Context: an optimization exercise on an open-source flow, tuned for a short achievable clock period and few clock cycles. The choices shown serve that exercise and are no tape-out recipe.
The RTL was checked by simulation tests, not by an equivalence proof against the original design.

== job 9452 ==
## armTop
module armTop (
	input  logic         clk,
	input  logic         reset,
	input  armPkg::wordT readData,
	output armPkg::wordT writeData,
	output armPkg::wordT adr,
	output logic         memWrite
);
	datapath u_datapath (
		.clk       (clk),
		.reset     (reset),
		.readData  (readData),
		.adr       (adr),
		.writeData (writeData),
		.memWrite  (memWrite)
	);
endmodule
Settings: LEC_CHECK=0, ABC_CLOCK_PERIOD_IN_PS=3000, CAP_MARGIN=20, CORE_MARGIN=2, CORE_UTILIZATION=40, SLEW_MARGIN=20; clock period 13.0 ns.
standard.sh (not shown) runs the stock make flow with config.mk's settings and CLKGATE_MAP_FILE= SYNTH_SCRIPT=/design/flow/synth_recipe.tcl, a recipe that flattens the netlist after the stock synthesis.
==> flow/flow/run.sh <==
#!/bin/bash
set -euo pipefail
bash standard.sh synth > synth.log 2>&1
bash standard.sh SETUP_SLACK_MARGIN=9 MATCH_CELL_FOOTPRINT=0 finish > layout.log 2>&1
Testbench counts of job 9452, summed over its fixed seeds: cycles 132,982.
Setup changes, job 9452 to job 1735
-- flow/design.v --
<<< job 9452, line 202
	input  logic [15:0]     selAn,
	input  logic [15:0]     selBn,
	input  logic [15:0]     selN,
	input  logic [15:0]     selNn,
	input  armPkg::wordT    r15,
	output armPkg::wordT    rdA,
	output armPkg::wordT    rdB,
	output armPkg::wordT    rdN
);
	logic [14:0][31:0] regs;
>>> job 1735, line 202
	input  logic [15:0]     selAn,
	input  logic [15:0]     selBn,
	input  armPkg::wordT    r15,
	output armPkg::wordT    rdA,
	output armPkg::wordT    rdB
);
	logic [14:0][31:0] regs;
<<< job 9452, line 220
		rdA = {{16{~selAn[15]}} & r15[31:16], {16{selA[15]}} & r15[15:0]};
		rdB = {{16{~selBn[15]}} & r15[31:16], {16{selB[15]}} & r15[15:0]};
		rdN = {{16{~selNn[15]}} & r15[31:16], {16{selN[15]}} & r15[15:0]};
		for (int i = 0; i < 15; i++) begin
			rdA = rdA | {{16{~selAn[i]}} & regs[i][31:16], {16{selA[i]}} & regs[i][15:0]};
			rdB = rdB | {{16{~selBn[i]}} & regs[i][31:16], {16{selB[i]}} & regs[i][15:0]};
			rdN = rdN | {{16{~selNn[i]}} & regs[i][31:16], {16{selN[i]}} & regs[i][15:0]};
		end
	end
>>> job 1735, line 217
		rdA = {{16{~selAn[15]}} & r15[31:16], {16{selA[15]}} & r15[15:0]};
		rdB = {{16{~selBn[15]}} & r15[31:16], {16{selB[15]}} & r15[15:0]};
		for (int i = 0; i < 15; i++) begin
			rdA = rdA | {{16{~selAn[i]}} & regs[i][31:16], {16{selA[i]}} & regs[i][15:0]};
			rdB = rdB | {{16{~selBn[i]}} & regs[i][31:16], {16{selB[i]}} & regs[i][15:0]};
		end
	end
<<< job 9452, line 248
	armPkg::regAddrT raD, rbD;
	logic [15:0]     selAD, selBD, selAnD, selBnD;
	logic [15:0]     selND, selNnD;
	logic            skV;
	armPkg::wordT    irS;
	armPkg::wordT    pc8S;
	armPkg::regAddrT raS, rbS;
	logic [15:0]     selAS, selBS, selAnS, selBnS, selNS, selNnS;
	localparam int btbN = 4;
	logic [btbN-1:0]         btbV;
>>> job 1735, line 243
	armPkg::regAddrT raD, rbD;
	logic [15:0]     selAD, selBD, selAnD, selBnD;
	logic            skV;
	armPkg::wordT    irS;
	armPkg::wordT    pc8S;
	armPkg::regAddrT raS, rbS;
	logic [15:0]     selAS, selBS, selAnS, selBnS;
	localparam int btbN = 4;
	logic [btbN-1:0]         btbV;
<<< job 9452, line 312
	assign rsD = irD[11:8];
	assign rmD = irD[3:0];
	armPkg::wordT rfA, rfB, rfN;
	armPkg::wordT resE;
	logic         wrEnE;
>>> job 1735, line 306
	assign rsD = irD[11:8];
	assign rmD = irD[3:0];
	armPkg::wordT rfA, rfB;
	armPkg::wordT resE;
	logic         wrEnE;
<<< job 9452, line 327
		.selAn (selAnD),
		.selBn (selBnD),
		.selN (selND),
		.selNn (selNnD),
		.r15  (pc8D),
		.rdA  (rfA),
		.rdB  (rfB),
		.rdN  (rfN)
	);
	logic hitA, hitB;
>>> job 1735, line 321
		.selAn (selAnD),
		.selBn (selBnD),
		.r15  (pc8D),
		.rdA  (rfA),
		.rdB  (rfB)
	);
	logic hitA, hitB;
<<< job 9452, line 362
	logic [12:0]  memLoD;
	logic [19:0]  memHiIncD;
	assign memLoD    = {1'b0, rfN[11:0]} + {1'b0, irD[11:0]};
	assign memHiIncD = rfN[31:12] + 20'd1;
	assign memAdrD   = {memLoD[12] ? memHiIncD : rfN[31:12], memLoD[11:0]};
	logic isPcImmD, isBrD;
	assign isPcImmD = isDpD & irD[25] & arithD & ~subD & ~irD[20] & (rnD == 4'd15) & (rdD == 4'd15);
>>> job 1735, line 353
	logic [12:0]  memLoD;
	logic [19:0]  memHiIncD;
	assign memLoD    = {1'b0, rfA[11:0]} + {1'b0, irD[11:0]};
	assign memHiIncD = rfA[31:12] + 20'd1;
	assign memAdrD   = {memLoD[12] ? memHiIncD : rfA[31:12], memLoD[11:0]};
	logic isPcImmD, isBrD;
	assign isPcImmD = isDpD & irD[25] & arithD & ~subD & ~irD[20] & (rnD == 4'd15) & (rdD == 4'd15);
<<< job 9452, line 606
	assign rbF    = fetchQ ? rbP : icRegW[3:0];
	armPkg::wordT pc8F;
	logic [15:0]  selAF, selBF, selNF;
	assign pc8F  = fpcQ + 32'd8;
	logic [15:0] ohN, ohD, ohS, ohM;
>>> job 1735, line 597
	assign rbF    = fetchQ ? rbP : icRegW[3:0];
	armPkg::wordT pc8F;
	logic [15:0]  selAF, selBF;
	assign pc8F  = fpcQ + 32'd8;
	logic [15:0] ohN, ohD, ohS, ohM;
<<< job 9452, line 617
	assign selBP = storeF ? ohD : (mulF ? ohS : ohM);
	assign selAF = fetchQ ? selAP : (16'd1 << icRegW[7:4]);
	assign selNF = fetchQ ? ohN : (16'd1 << icWord[19:16]);
	assign selBF = fetchQ ? selBP : (16'd1 << icRegW[3:0]);
	always_ff @(posedge clk) begin
>>> job 1735, line 608
	assign selBP = storeF ? ohD : (mulF ? ohS : ohM);
	assign selAF = fetchQ ? selAP : (16'd1 << icRegW[7:4]);
	assign selBF = fetchQ ? selBP : (16'd1 << icRegW[3:0]);
	always_ff @(posedge clk) begin
<<< job 9452, line 631
			selBS <= selBF;
			selAnS <= ~selAF;
			selNS  <= selNF;
			selNnS <= ~selNF;
			selBnS <= ~selBF;
		end
>>> job 1735, line 621
			selBS <= selBF;
			selAnS <= ~selAF;
			selBnS <= ~selBF;
		end
<<< job 9452, line 650
			selBD <= skV ? selBS : selBF;
			selAnD <= skV ? selAnS : ~selAF;
			selND  <= skV ? selNS : selNF;
			selNnD <= skV ? selNnS : ~selNF;
			selBnD <= skV ? selBnS : ~selBF;
		end
>>> job 1735, line 638
			selBD <= skV ? selBS : selBF;
			selAnD <= skV ? selAnS : ~selAF;
			selBnD <= skV ? selBnS : ~selBF;
		end
### Flow results
Job 1735 reports a lower die area than job 9452 does.
From job 9452 to job 1735 the numbers moved as follows: post-layout net count shrank by 6.4%.
Job 1735 against job 9452: area after synthesis down 5500 µm²; number of synthesized register bits down 64.
Design area | job 1735 below job 9452
[compare] base=job 9452 new=job 1735: starting density of the core stayed essentially flat; flip-flop and latch count fell by 2.7%; share of async-settable or async-resettable flops after synthesis stayed essentially flat; non-clock buffer count fell by about 20%.
Testbench counts of job 1735, summed over its fixed seeds: cycles 132,982.

[separate check: timing with driven ports]
The flow's constraints put no driver on any port. The routed layouts listed below were extracted and timed again, unchanged, in two steps.
Step 1 assumes that a clkbuf_16 drives the clock port and a buf_2 every other input.
Step 2 times the ports against the registers' clock, not the clock port: input delays grow and output delays shrink by t, the midpoint of the rising clock arrivals with the driver on.
Slacks: ideal ports / drivers / drivers and shift; pairs: ideal ports / drivers.
run	shift t [ns]	slack for setup (ns)	latest minus earliest clock arrival (ns)	cell pins on the clock port's net
job 9452	1.018	8.472 / 8.472 / 8.008	0.101 / 0.101	1
job 1735	1.042	8.725 / 8.628 / 8.016	0.107 / 0.107	1
After both steps every run listed still meets setup and hold. The setup slack of job 1735, which loses most, moves by -0.097 ns with the drivers and by -0.709 ns with both steps.
